What follows belongs to an exercise in optimizing a design on an open flow for small area; a production flow would make more cautious choices.
In this exercise RTL edits were held to simulation tests only and were not proved equivalent to the original.

==> inputs of job 3447 <==
// voxel_ray_traversal_top
module voxel_ray_traversal_top #(
  parameter int MAX_STEPS        = 64,
  parameter int ORIGIN_FRAC_BITS = 8,
  parameter int DIR_FRAC_BITS    = 14
) (
  input  logic               clk_i,
  input  logic               rst_ni,
  input  logic               in_valid_i,
  output logic               in_ready_o,
  input  logic signed [23:0] origin_x_i,
  input  logic signed [23:0] origin_y_i,
  input  logic signed [23:0] origin_z_i,
  input  logic signed [15:0] dir_x_i,
  input  logic signed [15:0] dir_y_i,
  input  logic signed [15:0] dir_z_i,
  input  logic [6:0]         step_count_i,
  output logic               out_valid_o,
  input  logic               out_ready_i,
  output logic signed [15:0] voxel_x_o,
  output logic signed [15:0] voxel_y_o,
  output logic signed [15:0] voxel_z_o,
  output logic [1:0]         normal_axis_o,
  output logic               normal_negative_o,
  output logic [6:0]         step_index_o,
  output logic               last_o
);
  localparam logic [2:0] S_IDLE = 3'd0;   
  localparam logic [2:0] S_INC  = 3'd1;   
  localparam logic [2:0] S_DIV  = 3'd2;   
  localparam logic [2:0] S_CMP0 = 3'd3;   
  localparam logic [2:0] S_CMPP = 3'd4;   
  localparam logic [2:0] S_WAIT = 3'd5;   
  localparam logic [2:0] S_PASS = 3'd6;   
  logic [2:0]  st_q, st_d;
  logic [2:0]  w_q;
  logic        ov_q;
  logic [6:0]  k_q, n_q;
  logic [1:0]  ax_q;
  logic [31:0] tm_q [3];
  logic [31:0] td_q [3];
  logic [15:0] vox_q [3];
  logic        neg_q [3];
  logic        sat_q [3];
  logic [14:0] rem_q;
  logic [2:0]  qb_q;
  logic        cy_q;
  logic        lxy_q, lxz_q, lyz_q, onx_q, ony_q;
  logic [23:0] org [3];
  logic [15:0] dir [3];
  assign org[0] = origin_x_i;
  assign org[1] = origin_y_i;
  assign org[2] = origin_z_i;
  assign dir[0] = dir_x_i;
  assign dir[1] = dir_y_i;
  assign dir[2] = dir_z_i;
  logic rc [3];
  logic dpos [3];
  always_comb begin
    for (int a = 0; a < 3; a++) begin
      rc[a]   = org[a][7] & (~org[a][23] | (|org[a][6:0]));
      dpos[a] = ~dir[a][15] & (|dir[a]);
    end
  end
  logic [1:0]  dax;
  logic        dtype;
  logic [2:0]  dj, dp;
  ...
export LEC_CHECK = 0
export CAP_MARGIN = 20
export CORE_MARGIN = 2
export CORE_UTILIZATION = 40
export SLEW_MARGIN = 20
create_clock -name core_clock -period 8.0 [get_ports {clk_i}]
run.sh (not shown) runs the stock make flow with config.mk's settings and CLKGATE_MAP_FILE= SYNTH_SCRIPT=/design/flow/synth_recipe.tcl, a recipe that flattens the netlist after the stock synthesis.
==> job 5530 (differences from job 3447) <==
==> flow/design.v (replaced) <==
`timescale 1ns / 1ps
module voxel_ray_traversal_top #(
  parameter int MAX_STEPS        = 64,
  parameter int ORIGIN_FRAC_BITS = 8,
  parameter int DIR_FRAC_BITS    = 14
) (
  input  logic               clk_i,
  input  logic               rst_ni,
  input  logic               in_valid_i,
  output logic               in_ready_o,
  input  logic signed [23:0] origin_x_i,
  input  logic signed [23:0] origin_y_i,
  input  logic signed [23:0] origin_z_i,
  input  logic signed [15:0] dir_x_i,
  input  logic signed [15:0] dir_y_i,
  input  logic signed [15:0] dir_z_i,
  input  logic [6:0]         step_count_i,
  output logic               out_valid_o,
  input  logic               out_ready_i,
  output logic signed [15:0] voxel_x_o,
  output logic signed [15:0] voxel_y_o,
  output logic signed [15:0] voxel_z_o,
  output logic [1:0]         normal_axis_o,
  output logic               normal_negative_o,
  output logic [6:0]         step_index_o,
  output logic               last_o
);
  localparam logic [2:0] S_IDLE = 3'd0;   
  localparam logic [2:0] S_DIV  = 3'd1;   
  localparam logic [2:0] S_CMP0 = 3'd2;   
  localparam logic [2:0] S_CMPP = 3'd3;   
  localparam logic [2:0] S_WAIT = 3'd4;   
  localparam logic [2:0] S_PASS = 3'd5;   
  logic [2:0]  st_q, st_d;
  logic [2:0]  w_q;
  logic        ov_q;
  logic [6:0]  k_q, n_q;
  logic [1:0]  ax_q;
  logic [31:0] tm_q [3];
  logic [31:0] td_q [3];
  logic [15:0] vox_q [3];
  logic        neg_q [3];
  logic        sat_q [3];
  logic        cy_q;
  logic        lxy_q, lxz_q, lyz_q, onx_q, ony_q;
  logic [1:0]  dax;
  logic        dtype;
  logic [2:0]  dj, dp;
  logic        dprod, dwr, dfirst, dlast;
  logic [4:0]  di;
  logic [23:0] oo;
  logic [15:0] dd;
  logic        dc, ddpos;
  logic [8:0]  fneg, face;
  logic        nb;
  logic [14:0] rem;
  logic [15:0] trial;
  logic [16:0] diff;
  logic        qbit;
  logic [3:0]  qdig;
  always_comb begin
    dax    = k_q[5:4];
    dtype  = k_q[3];
    dj     = ~k_q[2:0];
    dp     = dj - w_q;
    dprod  = (st_q == S_DIV) && !dp[2];
    dwr    = dprod && (dp[1:0] == 2'd0);
    dfirst = (dj == 3'd7) && (dp[1:0] == 2'd3);
    dlast  = dwr && dtype && (dj == 3'd0);    
    di     = {dj, dp[1:0]};
    case (dax)
      2'd0:    begin oo = origin_x_i; dd = dir_x_i; end
      2'd1:    begin oo = origin_y_i; dd = dir_y_i; end
      default: begin oo = origin_z_i; dd = dir_z_i; end
    endcase
    dc    = oo[7] & (~oo[23] | (|oo[6:0]));
    ddpos = ~dd[15] & (|dd);
    fneg  = {oo[7] ^ dc, ~oo[7], oo[6:0]};
    face  = ddpos ? 9'd256 - fneg : fneg;
    if (dtype) nb = (di == 5'd30);
    else       nb = (di >= 5'd22) && (di <= 5'd30) && face[di - 5'd22];
    rem   = vox_q[2][14:0];
    trial = {dfirst ? 15'd0 : rem, nb};
    diff  = {1'b0, trial} + (dd[15] ? {dd[15], dd} : ~{dd[15], dd}) + {16'd0, ~dd[15]};
    qbit  = ~diff[16];
    qdig  = {n_q[2:0], qbit};
  end
  logic       present, pact, padd;
  logic [1:0] axc, axs;
  logic [3:0] dg [3];
  logic [3:0] ea [3];
  logic [3:0] da, db;
  logic [4:0] sum;
  logic       w0, w7;
  logic       lxy_n, lxz_n, lyz_n, onx_n, ony_n, sat_n;
  always_comb begin
    w0 = (w_q == 3'd0);
    w7 = (w_q == 3'd7);
    axc = lxy_q ? (lxz_q ? 2'd0 : 2'd2) : (lyz_q ? 2'd1 : 2'd2);
    present = (st_q == S_WAIT) && w0 && (k_q != n_q) && (!ov_q || out_ready_i);
    padd = present || (st_q == S_PASS);
    pact = padd || (st_q == S_CMPP) || ((st_q == S_CMP0) && w0);
    axs  = (st_q == S_WAIT) ? axc : ax_q;
    for (int a = 0; a < 3; a++) dg[a] = sat_q[a] ? 4'hF : tm_q[a][3:0];
    case (axs)
      2'd0:    begin da = dg[0]; db = td_q[0][3:0]; end
      2'd1:    begin da = dg[1]; db = td_q[1][3:0]; end
      default: begin da = dg[2]; db = td_q[2][3:0]; end
    endcase
    sum = {1'b0, da} + {1'b0, db} + {4'd0, !w0 && cy_q};
    for (int a = 0; a < 3; a++) ea[a] = (padd && axs == 2'(a)) ? sum[3:0] : dg[a];
    lxy_n = (ea[0] < ea[1]) || ((ea[0] == ea[1]) && !w0 && lxy_q);
    lxz_n = (ea[0] < ea[2]) || ((ea[0] == ea[2]) && !w0 && lxz_q);
    lyz_n = (ea[1] < ea[2]) || ((ea[1] == ea[2]) && !w0 && lyz_q);
    onx_n = (ea[0] == 4'hF) && (w0 || onx_q);
    ony_n = (ea[1] == 4'hF) && (w0 || ony_q);
    sat_n = padd && w7 && sum[4];
    if (sat_n) begin
      case (axs)
        2'd0: begin lxy_n = 1'b0; lxz_n = 1'b0; end
        2'd1: begin lxy_n = !onx_n; lyz_n = 1'b0; end
        default: begin lxz_n = !onx_n; lyz_n = !ony_n; end
      endcase
    end
  end
  logic        vdiv, ven, vdec, vinc;
  logic [1:0]  vsel;
  logic [15:0] vcur, vnx;
  always_comb begin
    vdiv = (st_q == S_DIV);
    vsel = vdiv ? dax : axc;
    ven  = vdiv ? dlast : present;
    case (vsel)
      2'd0:    begin vcur = vox_q[0]; vdec = neg_q[0]; end
      2'd1:    begin vcur = vox_q[1]; vdec = neg_q[1]; end
      default: begin vcur = vox_q[2]; vdec = neg_q[2]; end
    endcase
    vinc = 1'b1;
    if (vdiv) begin
      vcur = oo[23:8];
      vdec = 1'b0;
      vinc = dc;
    end
    vnx = vcur + (vinc ? (vdec ? 16'hFFFF : 16'h0001) : 16'h0000);
  end
  logic accept;
  assign accept     = dwr && (k_q == 7'd47);
  assign in_ready_o = accept;
  always_comb begin
    st_d = st_q;
    unique case (st_q)
      S_IDLE: if (in_valid_i && (!ov_q || out_ready_i) && (w_q == 3'd3)) st_d = S_DIV;
      S_DIV:  if (accept) st_d = (step_count_i == 7'd0) ? S_IDLE : S_CMP0;
      S_CMP0: if (w0) st_d = S_CMPP;
      S_CMPP: if (w7) st_d = S_WAIT;
      S_WAIT: if (k_q == n_q) st_d = S_IDLE;
              else if (present) st_d = S_PASS;
      S_PASS: if (w7) st_d = S_WAIT;
      default: st_d = S_IDLE;
    endcase
  end
  always_ff @(posedge clk_i or negedge rst_ni) begin
    if (!rst_ni) begin
      st_q <= S_IDLE;
      w_q  <= 3'd0;
      ov_q <= 1'b0;
    end else begin
      st_q <= st_d;
      w_q  <= w_q + 3'd1;
      if (present)          ov_q <= 1'b1;
      else if (out_ready_i) ov_q <= 1'b0;
    end
  end
  always_ff @(posedge clk_i) begin
    for (int a = 0; a < 3; a++) begin
      if (padd && axs == 2'(a))
        tm_q[a] <= {sum[3:0], tm_q[a][31:4]};
      else if (dwr && !dtype && dax == 2'(a))
        tm_q[a] <= {qdig, tm_q[a][31:4]};
      else
        tm_q[a] <= {tm_q[a][3:0], tm_q[a][31:4]};
      if (dwr && dtype && dax == 2'(a))
        td_q[a] <= {qdig, td_q[a][31:4]};
      else
        td_q[a] <= {td_q[a][3:0], td_q[a][31:4]};
    end
    if (st_q == S_IDLE && st_d == S_DIV) k_q <= 7'd0;
    else if (dwr || present)             k_q <= k_q + 7'd1;
    if (accept) begin
      k_q <= 7'd0;
      n_q <= (step_count_i > 7'd64) ? 7'd64 : step_count_i;
    end else if (dprod) begin
      n_q[2:0] <= {n_q[1:0], qbit};
    end
    if (pact) begin
      cy_q  <= sum[4];
      lxy_q <= lxy_n;
      lxz_q <= lxz_n;
      lyz_q <= lyz_n;
      onx_q <= onx_n;
      ony_q <= ony_n;
    end
    if (present) ax_q <= axc;
    for (int a = 0; a < 3; a++) begin
      if (ven && vsel == 2'(a)) vox_q[a] <= vnx;
      if (vdiv && dlast && dax == 2'(a)) neg_q[a] <= !ddpos;
      if (vdiv) sat_q[a] <= 1'b0;
      else if (sat_n && axs == 2'(a)) sat_q[a] <= 1'b1;
    end
    if (dprod && !(dlast && dax == 2'd2)) vox_q[2][14:0] <= qbit ? diff[14:0] : trial[14:0];
  end
  assign out_valid_o       = ov_q;
  assign voxel_x_o         = vox_q[0];
  assign voxel_y_o         = vox_q[1];
  assign voxel_z_o         = vox_q[2];
  assign normal_axis_o     = ax_q;
  assign normal_negative_o = !neg_q[ax_q];
  assign step_index_o      = k_q;
  assign last_o            = (k_q == n_q);
endmodule
==> comparison table <==
quantity	job 5530	job 3447
Outcome	finished clean	finished clean
Proportion of final cell area spent on non-clock buffers	0.132	0.122
Area fraction of the dominant cell type after synthesis	0.335	0.310
Count of cells along the worst register-to-register path	25	28
XOR/XNOR share of the synthesized area	0.0406	0.0652
Startpoint of the most critical hold path	td_q[0][15]	tm_q[0][9]
Total number of vias	9,161	9,949
Non-clock buffer count	206	204
DP Wirelength	24.4 mm	23.8 mm
Standard cell area after detailed placement	14,400 µm²	15,400 µm²
Post-synthesis sequential area ratio	0.514	0.518
Worst setup path startpoint	dir_y_i[15]	origin_y_i[3]
Share of the final layout cell area in multi-input gates	0.360	0.361
Final routed wirelength across all metal layers	31.6 mm	31.8 mm

## port drivers added, routing unchanged
Ports are ideal in the flow. The routed layouts listed here were re-timed in OpenROAD.
Step 1, drivers: a clkbuf_16 drives clk_i and a buf_2 each remaining input, both assumed.
Step 2 also shifts input and output timing later by t, the mid clock arrival at the registers, as if the neighbouring blocks saw the same clock.
Slacks: ideal / step 1 / step 2; pairs: ideal / step 1.
run	t (ns)	slack for setup (ns)	hold WS [ns]
job 3447	0.607	0.765 / 0.789 / 0.182	0.318 / 0.318 / 0.318
job 5530	0.593	1.343 / 1.371 / 0.778	0.322 / 0.322 / 0.322
After both steps every run listed still meets setup and hold. The setup slack of job 3447, which loses most, moves by +0.024 ns with the drivers and by -0.583 ns with both steps.
